This is an optimization exercise on Yosys and OpenROAD, whose aim is small area and a short achievable clock period, not a production implementation. At most, simulation tests tie the RTL to the original design; equivalence was not proved. Power figures rest on the tool's default switching activity, not on a simulated workload.

==> flow/design.v <==
module mem_responder_top (
    input  logic       clk,
    input  logic       rst,
    input  logic       req,
    input  logic       we,
    input  logic [7:0] addr,
    input  logic [7:0] wdata,
    output logic [7:0] rdata,
    output logic       ack,
    output logic       err,
    output logic       busy
);
    mem_responder #(.DW(8), .AW(8), .DEPTH(200), .WAIT(2)) u_resp (
        .clk(clk), .rst(rst), .req(req), .we(we), .addr(addr), .wdata(wdata),
        .rdata(rdata), .ack(ack), .err(err), .busy(busy));
endmodule

module mem_responder #(
    parameter int DW    = 8,
    parameter int AW    = 8,
    parameter int DEPTH = 256,
    parameter int WAIT  = 2
) (
    input  logic          clk,
    input  logic          rst,
    input  logic          req,
    input  logic          we,
    input  logic [AW-1:0] addr,
    input  logic [DW-1:0] wdata,
    output logic [DW-1:0] rdata,
    output logic          ack,
    output logic          err,
    output logic          busy
);
    localparam int NR = 66;      
    localparam int NG = 5;       
    logic       busy_q, ack_q, err_q;
    logic [1:0] st_q;            
    logic          wr_q, inr_q;
    logic [2:0]    tp_q;         
    logic          w1_q;         
    logic [15:0]   lo_q;
    logic [NG-1:0] gr_q;
    logic [2:0]    xr_q;
    logic [DW-1:0] wdata_q;
    logic [DW-1:0] rdata_q;
    logic [2:0] ph_q;            
    logic       ph2_q;
    logic       wp1_q, pre_q;
    logic [DW-1:0] x2 [2];       
    logic [DW-1:0] t1;           
    logic [DW-1:0] grpb [4];     
    logic [DW-1:0] grpx_q;       
    logic          a_hi, a_inr;
    logic [1:0]    a_word;
    logic [2:0]    a_tp;
    logic [15:0]   a_lo;
    logic [NG-1:0] a_gr;
    logic [2:0]    a_xr;
    assign a_hi  = (addr[7:6] == 2'b11);
    assign a_inr = !a_hi || (addr[5:3] == 3'd0);
    always_comb begin
        for (int i = 0; i < 16; i++) a_lo[i] = (addr[3:0] == 4'(i));
        for (int g = 0; g < 4; g++) a_gr[g] = !a_hi && (addr[5:4] == 2'(g));
        a_gr[4] = a_hi && (addr[5:3] == 3'd0);
        a_xr[0] = (addr[2:0] == 3'd0) || (addr[2:0] == 3'd1) || (addr[2:0] == 3'd2);
        a_xr[1] = (addr[2:0] == 3'd3) || (addr[2:0] == 3'd4) || (addr[2:0] == 3'd5);
        a_xr[2] = (addr[2:0] == 3'd6) || (addr[2:0] == 3'd7);
        if (!a_hi) a_word = addr[7:6];
        else case (addr[2:0])
            3'd0, 3'd3, 3'd6: a_word = 2'd0;
            3'd1, 3'd4, 3'd7: a_word = 2'd1;
            default:          a_word = 2'd2;
        endcase
        case (a_word)
            2'd0:    a_tp = 3'b100;
            2'd1:    a_tp = 3'b010;
            default: a_tp = 3'b001;
        endcase
    end
    logic          stage2, accessing, commit, win, preset;
    logic          at_tap_q, at_next_q;    
    logic          is2_q;                  
    logic [2:0]    xr_sel;
    logic [NR:64]  rsel;
    logic [DW-1:0] rd;
    assign rsel[64] = gr_q[4] && xr_q[0];
    assign rsel[65] = gr_q[4] && xr_q[1];
    assign rsel[66] = gr_q[4] && xr_q[2];
    assign stage2    = busy_q && !ack_q && (st_q == 2'd2);
    assign accessing = busy_q && !ack_q && (st_q == 2'd3);
    assign commit    = accessing && !rst && wr_q;
    assign win       = ((stage2 || accessing) && !rst) || wp1_q;
    assign preset    = wr_q && at_tap_q && win;
    assign xr_sel = busy_q ? xr_q : a_xr;
    logic [DW-1:0] grp_x;
    always_comb begin
        grp_x = '0;
        for (int i = 0; i < 2; i++)
            if (xr_sel[i]) grp_x = grp_x | x2[i];
        if (xr_sel[2]) grp_x = grp_x | t1;
    end
    always_comb begin
        rd = '0;
        for (int g = 0; g < NG; g++)
            if (gr_q[g]) rd = rd | (g < 4 ? grpb[g % 4] : grpx_q);
    end
    logic restore;
    logic [DW-1:0] setd_x;
    assign restore = accessing && rst;
    assign setd_x  = restore ? grpx_q : wdata_q;
    logic [2:0] ph_d, tp_d;
    logic       ph2_d, w1_d, is2_d;
    assign ph_d  = {ph_q[1], ph_q[0], !(ph_q[1] || ph_q[0])};
    assign ph2_d = !ph2_q;
    assign tp_d  = busy_q ? tp_q : a_tp;
    assign w1_d  = busy_q ? w1_q : a_word[0];
    assign is2_d = busy_q ? is2_q : (a_gr[4] && a_xr[2]);
    always_ff @(posedge clk) begin
        at_tap_q  <= is2_d ? (w1_d ^ ph2_d) : |(tp_d & ph_d);
        at_next_q <= is2_d ? !(w1_d ^ ph2_d) : |({tp_d[1:0], tp_d[2]} & ph_d);
        ph_q  <= ph_d;
        ph2_q <= !ph2_q;
        wp1_q <= commit;
        pre_q <= preset;
        grpx_q <= grp_x;
    end
    always_ff @(posedge clk) begin
        if (rst) begin
            busy_q <= 1'b0;
            ack_q  <= 1'b0;
            err_q  <= 1'b0;
            st_q   <= 2'd0;
        end else if (!busy_q) begin
            if (req) begin
                busy_q <= 1'b1;
                st_q   <= 2'd1;
            end
        end else if (!ack_q) begin
            if (st_q == 2'd3) begin
                ack_q <= 1'b1;
                err_q <= !inr_q;
                st_q  <= 2'd0;
            end else begin
                st_q <= st_q + 2'd1;
            end
        end else if (!req) begin
            busy_q <= 1'b0;
            ack_q  <= 1'b0;
            err_q  <= 1'b0;
        end
    end
    always_ff @(posedge clk) begin
        if (!busy_q) begin
            wr_q    <= we && a_inr;
            inr_q   <= a_inr;
            tp_q    <= a_tp;
            w1_q    <= a_word[0];
            is2_q   <= a_gr[4] && a_xr[2];
            lo_q    <= a_lo;
            gr_q    <= a_gr;
            xr_q    <= a_xr;
            wdata_q <= wdata;
        end
    end
    always_ff @(posedge clk) begin
        if (!ack_q && at_next_q) rdata_q <= rd;
    end
    for (genvar g = 0; g < 4; g++) begin : g_bank
        mem_responder_bank #(.DW(DW)) u_bank (
            .clk(clk), .idle(!busy_q), .a_low(addr[3:0]), .lo_q(lo_q),
            .pre(preset && gr_q[g]), .set(pre_q && gr_q[g]), .restore(restore),
            .wdata_q(wdata_q), .grp_q(grpb[g]));
    end
    for (genvar i = 0; i < 2; i++) begin : g_xring
        mem_responder_ring3 #(.DW(DW)) u_ring (
            .clk(clk), .pre(preset && rsel[64 + i]), .set(pre_q && rsel[64 + i]),
            .nd(~setd_x), .tap(x2[i]));
    end
    mem_responder_ring2 #(.DW(DW)) u_ring2 (
        .clk(clk), .pre(preset && rsel[NR]), .set(pre_q && rsel[NR]), .nd(~setd_x), .tap(t1));
    assign rdata = rdata_q;
    assign ack   = ack_q;
    assign err   = err_q;
    assign busy  = busy_q;
endmodule
module mem_responder_bank #(
    parameter int DW = 8
) (
    input  logic          clk,
    input  logic          idle,
    input  logic [3:0]    a_low,
    input  logic [15:0]   lo_q,
    input  logic          pre,
    input  logic          set,
    input  logic          restore,
    input  logic [DW-1:0] wdata_q,
    output logic [DW-1:0] grp_q
);
    logic [DW-1:0] tap [16];
    logic [DW-1:0] setd, grp_d;
    logic [15:0]   lo_sel;
    assign setd   = restore ? grp_q : wdata_q;
    always_comb
        for (int i = 0; i < 16; i++) lo_sel[i] = idle ? (a_low == 4'(i)) : lo_q[i];
    for (genvar i = 0; i < 16; i++) begin : g_ring
        mem_responder_ring3 #(.DW(DW)) u_ring (
            .clk(clk), .pre(pre && lo_q[i]), .set(set && lo_q[i]), .nd(~setd), .tap(tap[i]));
    end
    always_comb begin
        grp_d = '0;
        for (int i = 0; i < 16; i++)
            if (lo_sel[i]) grp_d = grp_d | tap[i];
    end
    always_ff @(posedge clk) grp_q <= grp_d;
endmodule
module mem_responder_ring3 #(
    parameter int DW = 8
) (
    input  logic          clk,
    input  logic          pre,
    input  logic          set,
    input  logic [DW-1:0] nd,
    output logic [DW-1:0] tap
);
    logic [DW-1:0] q0, q1, q2;
    always_ff @(posedge clk) begin
        q0 <= ~(q2 | {DW{pre}});
        q1 <= ~(q0 | ({DW{set}} & nd));
        q2 <= q1;
    end
    assign tap = q2;
endmodule
module mem_responder_ring2 #(
    parameter int DW = 8
) (
    input  logic          clk,
    input  logic          pre,
    input  logic          set,
    input  logic [DW-1:0] nd,
    output logic [DW-1:0] tap
);
    logic [DW-1:0] q0, q1;
    always_ff @(posedge clk) begin
        q0 <= ~(q1 | {DW{pre}});
        q1 <= ~(q0 | ({DW{set}} & nd));
    end
    assign tap = q1;
endmodule
clock: 4.5 ns
lec_check: 0
abc_clock_period_in_ps: 2200
cap_margin: 20
core_margin: 2
core_utilization: 70
cts_buf_list: sky130_fd_sc_hd__clkbuf_16
cts_cluster_diameter: 60
cts_cluster_size: 24
setup_slack_margin: 2.3
slew_margin: 20
synth_hierarchical: 1
tns_end_percent: 10
standard.sh (not shown) runs the stock make flow with config.mk's settings and CLKGATE_MAP_FILE= SYNTH_SCRIPT=/design/flow/synth_recipe.tcl, a recipe that flattens the netlist after the stock synthesis.
==> flow/flow/run.sh <==
#!/bin/bash
# Standard ORFS layout (the standard.sh), with the port buffers made of buf_4 cells
# instead of whatever buffer_ports picks by default (it has been picking delay cells).
set -euo pipefail
bash standard.sh finish 'BUFFER_PORTS_ARGS=-buffer_cell sky130_fd_sc_hd__buf_4' > make_finish.log 2>&1
The starting point completed without violations.
==> next run, changes <==
--- a/flow/design.v
+++ b/flow/design.v
@@ -167,9 +167,9 @@
         if (!ack_q && at_next_q) rdata_q <= rd;
     end
     for (genvar g = 0; g < 4; g++) begin : g_bank
         mem_responder_bank #(.DW(DW)) u_bank (
-            .clk(clk), .idle(!busy_q), .a_low(addr[3:0]), .lo_q(lo_q),
+            .clk(clk), .idle(!busy_q), .a_lo(a_lo), .lo_q(lo_q),
             .pre(preset && gr_q[g]), .set(pre_q && gr_q[g]), .restore(restore),
             .wdata_q(wdata_q), .grp_q(grpb[g]));
     end
     for (genvar i = 0; i < 2; i++) begin : g_xring
@@ -188,9 +188,9 @@
     parameter int DW = 8
 ) (
     input  logic          clk,
     input  logic          idle,
-    input  logic [3:0]    a_low,
+    input  logic [15:0]   a_lo,
     input  logic [15:0]   lo_q,
     input  logic          pre,
     input  logic          set,
     input  logic          restore,
@@ -200,10 +200,9 @@
     logic [DW-1:0] tap [16];
     logic [DW-1:0] setd, grp_d;
     logic [15:0]   lo_sel;
     assign setd   = restore ? grp_q : wdata_q;
-    always_comb
-        for (int i = 0; i < 16; i++) lo_sel[i] = idle ? (a_low == 4'(i)) : lo_q[i];
+    assign lo_sel = idle ? a_lo : lo_q;
     for (genvar i = 0; i < 16; i++) begin : g_ring
         mem_responder_ring3 #(.DW(DW)) u_ring (
             .clk(clk), .pre(pre && lo_q[i]), .set(set && lo_q[i]), .nd(~setd), .tap(tap[i]));
     end
The new run completed with no timing, DRC or antenna violations.
Worst hold slack is about the same.
Area after synthesis fell by 7.9%.
Clock-buffer cell count fell by 10.
Utilization rises by 1.4 points.
Routed wire length came out lower by 22%.
Via count shrinks by about 20%.
Critical path depth drops by 5.
Clock power came out lower by 9.5%.
Setup slack improves by 36 ps.
The RTL of the first run of this note was laid out without a check of its function.

Another version of the RTL of mem_responder_top (not shown whole).
For scale: about 1700 flip-flops, ~31 I/O pins, roughly 47000 sq um of cells after synthesis.
==> module mem_responder, before the edit <==
module mem_responder #(
    parameter int DW    = 8,
    parameter int AW    = 8,
    parameter int DEPTH = 256,
    parameter int WAIT  = 2
) (
    input  logic          clk,
    input  logic          rst,
    input  logic          req,
    input  logic          we,
    input  logic [AW-1:0] addr,
    input  logic [DW-1:0] wdata,
    output logic [DW-1:0] rdata,
    output logic          ack,
    output logic          err,
    output logic          busy
);
    localparam int NR = 66;      
    localparam int NG = 5;       
    logic       busy_q, ack_q, err_q;
    logic [1:0] st_q;            
    logic          wr_q, inr_q;
    logic [2:0]    tp_q;         
    logic          w1_q;         
    logic [15:0]   lo_q;
    logic [NG-1:0] gr_q;
    logic [2:0]    xr_q;
    logic [DW-1:0] wdata_q;
    logic [DW-1:0] rdata_q;
    logic [2:0] ph_q;            
    logic       ph2_q;
    logic       wp1_q, pre_q;
    logic [DW-1:0] s0 [NR];      
    logic [DW-1:0] s1 [NR];
    logic [DW-1:0] s2 [NR];
    logic [DW-1:0] t0;           
    logic [DW-1:0] t1;
    logic [DW-1:0] grp_q [NG];
    logic          a_hi, a_inr;
    logic [1:0]    a_word;
    logic [2:0]    a_tp;
    logic [15:0]   a_lo;
    logic [NG-1:0] a_gr;
    logic [2:0]    a_xr;
    assign a_hi  = (addr[7:6] == 2'b11);
    assign a_inr = !a_hi || (addr[5:3] == 3'd0);
    always_comb begin
        a_lo = '0;
        a_lo[addr[3:0]] = 1'b1;
        a_gr = '0;
        if (!a_hi) a_gr[addr[5:4]] = 1'b1;
        a_gr[4] = a_hi && (addr[5:3] == 3'd0);
        a_xr[0] = (addr[2:0] <= 3'd2);
        a_xr[1] = (addr[2:0] >= 3'd3) && (addr[2:0] <= 3'd5);
        a_xr[2] = (addr[2:0] >= 3'd6);
        if (!a_hi) a_word = addr[7:6];
        else case (addr[2:0])
            3'd0, 3'd3, 3'd6: a_word = 2'd0;
            3'd1, 3'd4, 3'd7: a_word = 2'd1;
            default:          a_word = 2'd2;
        endcase
        case (a_word)
            2'd0:    a_tp = 3'b100;
            2'd1:    a_tp = 3'b010;
            default: a_tp = 3'b001;
        endcase
    end
    logic          stage2, accessing, commit, at_tap, at_next, win, preset;
    logic [15:0]   lo_sel;
    logic [2:0]    xr_sel;
    logic [NR:0]   rsel;
    logic [DW-1:0] rd;
    for (genvar r = 0; r < 64; r++) begin : g_sel
        assign rsel[r] = gr_q[r / 16] && lo_q[r % 16];
    end
    assign rsel[64] = gr_q[4] && xr_q[0];
    assign rsel[65] = gr_q[4] && xr_q[1];
    assign rsel[66] = gr_q[4] && xr_q[2];
    assign stage2    = busy_q && !ack_q && (st_q == 2'd2);
    assign accessing = busy_q && !ack_q && (st_q == 2'd3);
    assign commit    = accessing && !rst && wr_q;
    assign at_tap    = gr_q[4] && xr_q[2] ? (w1_q ^ ph2_q) : |(tp_q & ph_q);
    assign at_next   = gr_q[4] && xr_q[2] ? !(w1_q ^ ph2_q) : |({tp_q[1:0], tp_q[2]} & ph_q);
    assign win       = ((stage2 || accessing) && !rst) || wp1_q;
    assign preset    = wr_q && at_tap && win;
    assign lo_sel = busy_q ? lo_q : a_lo;
    assign xr_sel = busy_q ? xr_q : a_xr;
    logic [DW-1:0] grp_d [NG];
    always_comb begin
        for (int g = 0; g < 4; g++) begin
            grp_d[g] = '0;
            for (int i = 0; i < 16; i++)
                if (lo_sel[i]) grp_d[g] = grp_d[g] | s2[16 * g + i];
        end
        grp_d[4] = '0;
        for (int i = 0; i < 2; i++)
            if (xr_sel[i]) grp_d[4] = grp_d[4] | s2[64 + i];
        if (xr_sel[2]) grp_d[4] = grp_d[4] | t1;
    end
    always_comb begin
        rd = '0;
        for (int g = 0; g < NG; g++)
            if (gr_q[g]) rd = rd | grp_q[g];
    end
    logic restore;
    logic [DW-1:0] setd [NG];
    assign restore = accessing && rst;
    always_comb
        for (int g = 0; g < NG; g++) setd[g] = restore ? grp_q[g] : wdata_q;
    always_ff @(posedge clk) begin
        ph_q  <= {ph_q[1], ph_q[0], !(ph_q[1] || ph_q[0])};
        ph2_q <= !ph2_q;
        wp1_q <= commit;
        pre_q <= preset;
        for (int g = 0; g < NG; g++) grp_q[g] <= grp_d[g];
    end
    always_ff @(posedge clk) begin
        if (rst) begin
            busy_q <= 1'b0;
            ack_q  <= 1'b0;
            err_q  <= 1'b0;
            st_q   <= 2'd0;
        end else if (!busy_q) begin
            if (req) begin
                busy_q <= 1'b1;
                st_q   <= 2'd1;
            end
        end else if (!ack_q) begin
            if (st_q == 2'd3) begin
                ack_q <= 1'b1;
                err_q <= !inr_q;
                st_q  <= 2'd0;
            end else begin
                st_q <= st_q + 2'd1;
            end
        end else if (!req) begin
            busy_q <= 1'b0;
            ack_q  <= 1'b0;
            err_q  <= 1'b0;
        end
    end
    always_ff @(posedge clk) begin
        if (!busy_q) begin
            wr_q    <= we && a_inr;
            inr_q   <= a_inr;
            tp_q    <= a_tp;
            w1_q    <= a_word[0];
            lo_q    <= a_lo;
            gr_q    <= a_gr;
            xr_q    <= a_xr;
            wdata_q <= wdata;
        end
    end
    always_ff @(posedge clk) begin
        if (!ack_q && at_next) rdata_q <= rd;
    end
    for (genvar r = 0; r < NR; r++) begin : g_ring
        always_ff @(posedge clk) begin
            s0[r] <= ~(s2[r] | {DW{preset && rsel[r]}});
            s1[r] <= ~(s0[r] | ({DW{pre_q && rsel[r]}} & ~setd[r < 64 ? r / 16 : 4]));
            s2[r] <= s1[r];
        end
    end
    always_ff @(posedge clk) begin
        t0 <= ~(t1 | {DW{preset && rsel[NR]}});
        t1 <= ~(t0 | ({DW{pre_q && rsel[NR]}} & ~setd[4]));
    end
    assign rdata = rdata_q;
    assign ack   = ack_q;
    assign err   = err_q;
    assign busy  = busy_q;
endmodule
clock: 4.5 ns
lec_check: 0
abc_clock_period_in_ps: 2200
cap_margin: 20
core_margin: 2
core_utilization: 50
cts_buf_list: sky130_fd_sc_hd__clkbuf_8
cts_cluster_diameter: 50
cts_cluster_size: 10
setup_slack_margin: 2.3
slew_margin: 20
tns_end_percent: 0
Scripts as last shown in full above: flow/flow/run.sh
Change:
--- a/flow/design.v
+++ b/flow/design.v
@@ -61,16 +61,14 @@
     logic [2:0]    a_xr;
     assign a_hi  = (addr[7:6] == 2'b11);
     assign a_inr = !a_hi || (addr[5:3] == 3'd0);
     always_comb begin
-        a_lo = '0;
-        a_lo[addr[3:0]] = 1'b1;
-        a_gr = '0;
-        if (!a_hi) a_gr[addr[5:4]] = 1'b1;
+        for (int i = 0; i < 16; i++) a_lo[i] = (addr[3:0] == 4'(i));
+        for (int g = 0; g < 4; g++) a_gr[g] = !a_hi && (addr[5:4] == 2'(g));
         a_gr[4] = a_hi && (addr[5:3] == 3'd0);
-        a_xr[0] = (addr[2:0] <= 3'd2);
-        a_xr[1] = (addr[2:0] >= 3'd3) && (addr[2:0] <= 3'd5);
-        a_xr[2] = (addr[2:0] >= 3'd6);
+        a_xr[0] = (addr[2:0] == 3'd0) || (addr[2:0] == 3'd1) || (addr[2:0] == 3'd2);
+        a_xr[1] = (addr[2:0] == 3'd3) || (addr[2:0] == 3'd4) || (addr[2:0] == 3'd5);
+        a_xr[2] = (addr[2:0] == 3'd6) || (addr[2:0] == 3'd7);
         if (!a_hi) a_word = addr[7:6];
         else case (addr[2:0])
             3'd0, 3'd3, 3'd6: a_word = 2'd0;
             3'd1, 3'd4, 3'd7: a_word = 2'd1;
@@ -81,9 +79,11 @@
             2'd1:    a_tp = 3'b010;
             default: a_tp = 3'b001;
         endcase
     end
-    logic          stage2, accessing, commit, at_tap, at_next, win, preset;
+    logic          stage2, accessing, commit, win, preset;
+    logic          at_tap_q, at_next_q;    
+    logic          is2_q;                  
     logic [15:0]   lo_sel;
     logic [2:0]    xr_sel;
     logic [NR:0]   rsel;
     logic [DW-1:0] rd;
@@ -95,12 +95,10 @@
     assign rsel[66] = gr_q[4] && xr_q[2];
     assign stage2    = busy_q && !ack_q && (st_q == 2'd2);
     assign accessing = busy_q && !ack_q && (st_q == 2'd3);
     assign commit    = accessing && !rst && wr_q;
-    assign at_tap    = gr_q[4] && xr_q[2] ? (w1_q ^ ph2_q) : |(tp_q & ph_q);
-    assign at_next   = gr_q[4] && xr_q[2] ? !(w1_q ^ ph2_q) : |({tp_q[1:0], tp_q[2]} & ph_q);
     assign win       = ((stage2 || accessing) && !rst) || wp1_q;
-    assign preset    = wr_q && at_tap && win;
+    assign preset    = wr_q && at_tap_q && win;
     assign lo_sel = busy_q ? lo_q : a_lo;
     assign xr_sel = busy_q ? xr_q : a_xr;
     logic [DW-1:0] grp_d [NG];
     always_comb begin
@@ -123,10 +121,19 @@
     logic [DW-1:0] setd [NG];
     assign restore = accessing && rst;
     always_comb
         for (int g = 0; g < NG; g++) setd[g] = restore ? grp_q[g] : wdata_q;
+    logic [2:0] ph_d, tp_d;
+    logic       ph2_d, w1_d, is2_d;
+    assign ph_d  = {ph_q[1], ph_q[0], !(ph_q[1] || ph_q[0])};
+    assign ph2_d = !ph2_q;
+    assign tp_d  = busy_q ? tp_q : a_tp;
+    assign w1_d  = busy_q ? w1_q : a_word[0];
+    assign is2_d = busy_q ? is2_q : (a_gr[4] && a_xr[2]);
     always_ff @(posedge clk) begin
-        ph_q  <= {ph_q[1], ph_q[0], !(ph_q[1] || ph_q[0])};
+        at_tap_q  <= is2_d ? (w1_d ^ ph2_d) : |(tp_d & ph_d);
+        at_next_q <= is2_d ? !(w1_d ^ ph2_d) : |({tp_d[1:0], tp_d[2]} & ph_d);
+        ph_q  <= ph_d;
         ph2_q <= !ph2_q;
         wp1_q <= commit;
         pre_q <= preset;
         for (int g = 0; g < NG; g++) grp_q[g] <= grp_d[g];
@@ -161,16 +168,17 @@
             wr_q    <= we && a_inr;
             inr_q   <= a_inr;
             tp_q    <= a_tp;
             w1_q    <= a_word[0];
+            is2_q   <= a_gr[4] && a_xr[2];
             lo_q    <= a_lo;
             gr_q    <= a_gr;
             xr_q    <= a_xr;
             wdata_q <= wdata;
         end
     end
     always_ff @(posedge clk) begin
-        if (!ack_q && at_next) rdata_q <= rd;
+        if (!ack_q && at_next_q) rdata_q <= rd;
     end
     for (genvar r = 0; r < NR; r++) begin : g_ring
         always_ff @(posedge clk) begin
             s0[r] <= ~(s2[r] | {DW{preset && rsel[r]}});
=>
- core utilization goes down by 1.4 points
- hold slack improves by 0.017 ns
- final cell count goes down by roughly a tenth
- synthesized area goes down slightly
- setup slack degrades by 0.043 ns
- total power goes down by a few percent
- clock skew goes down by 0.0088 ns
- die area goes down slightly
- wire length goes down by a few percent
- clock-buffer cell count goes down by 15
- register-to-register slack degrades by 0.07 ns
- final area goes down by a few percent

## static timing again, ports no longer ideal
No port has a modelled driver above. Below, the same layouts with a new extraction and two added sets of constraints. Step 1: set_driving_cell puts a clkbuf_16 on clk and a buf_2 on each other input, an assumption about the parent block. Step 2 also shifts input and output timing later by t, the mid clock arrival at the registers, as if the neighbouring blocks saw the same clock. Slacks: no drivers / after step 1 / after step 2; pairs: no drivers / after step 1.
run	t, ns	setup WS [ns]	latest minus earliest clock arrival (ns)	cell pins on the clock port's net
the first run of note 1	0.730	2.196 / 2.138 / 1.497	0.028 / 0.027	1
the second run of note 1	0.728	2.232 / 2.163 / 1.505	0.030 / 0.030	1
the first run of note 2	0.923	2.084 / 2.079 / 1.156	0.066 / 0.066	1
the second run of note 2	0.905	2.040 / 1.979 / 1.419	0.056 / 0.056	1
After both steps setup and hold are still met in every run listed. The setup slack of the first run of note 2, which loses most, moves by -0.005 ns with the drivers and by -0.928 ns with both steps.
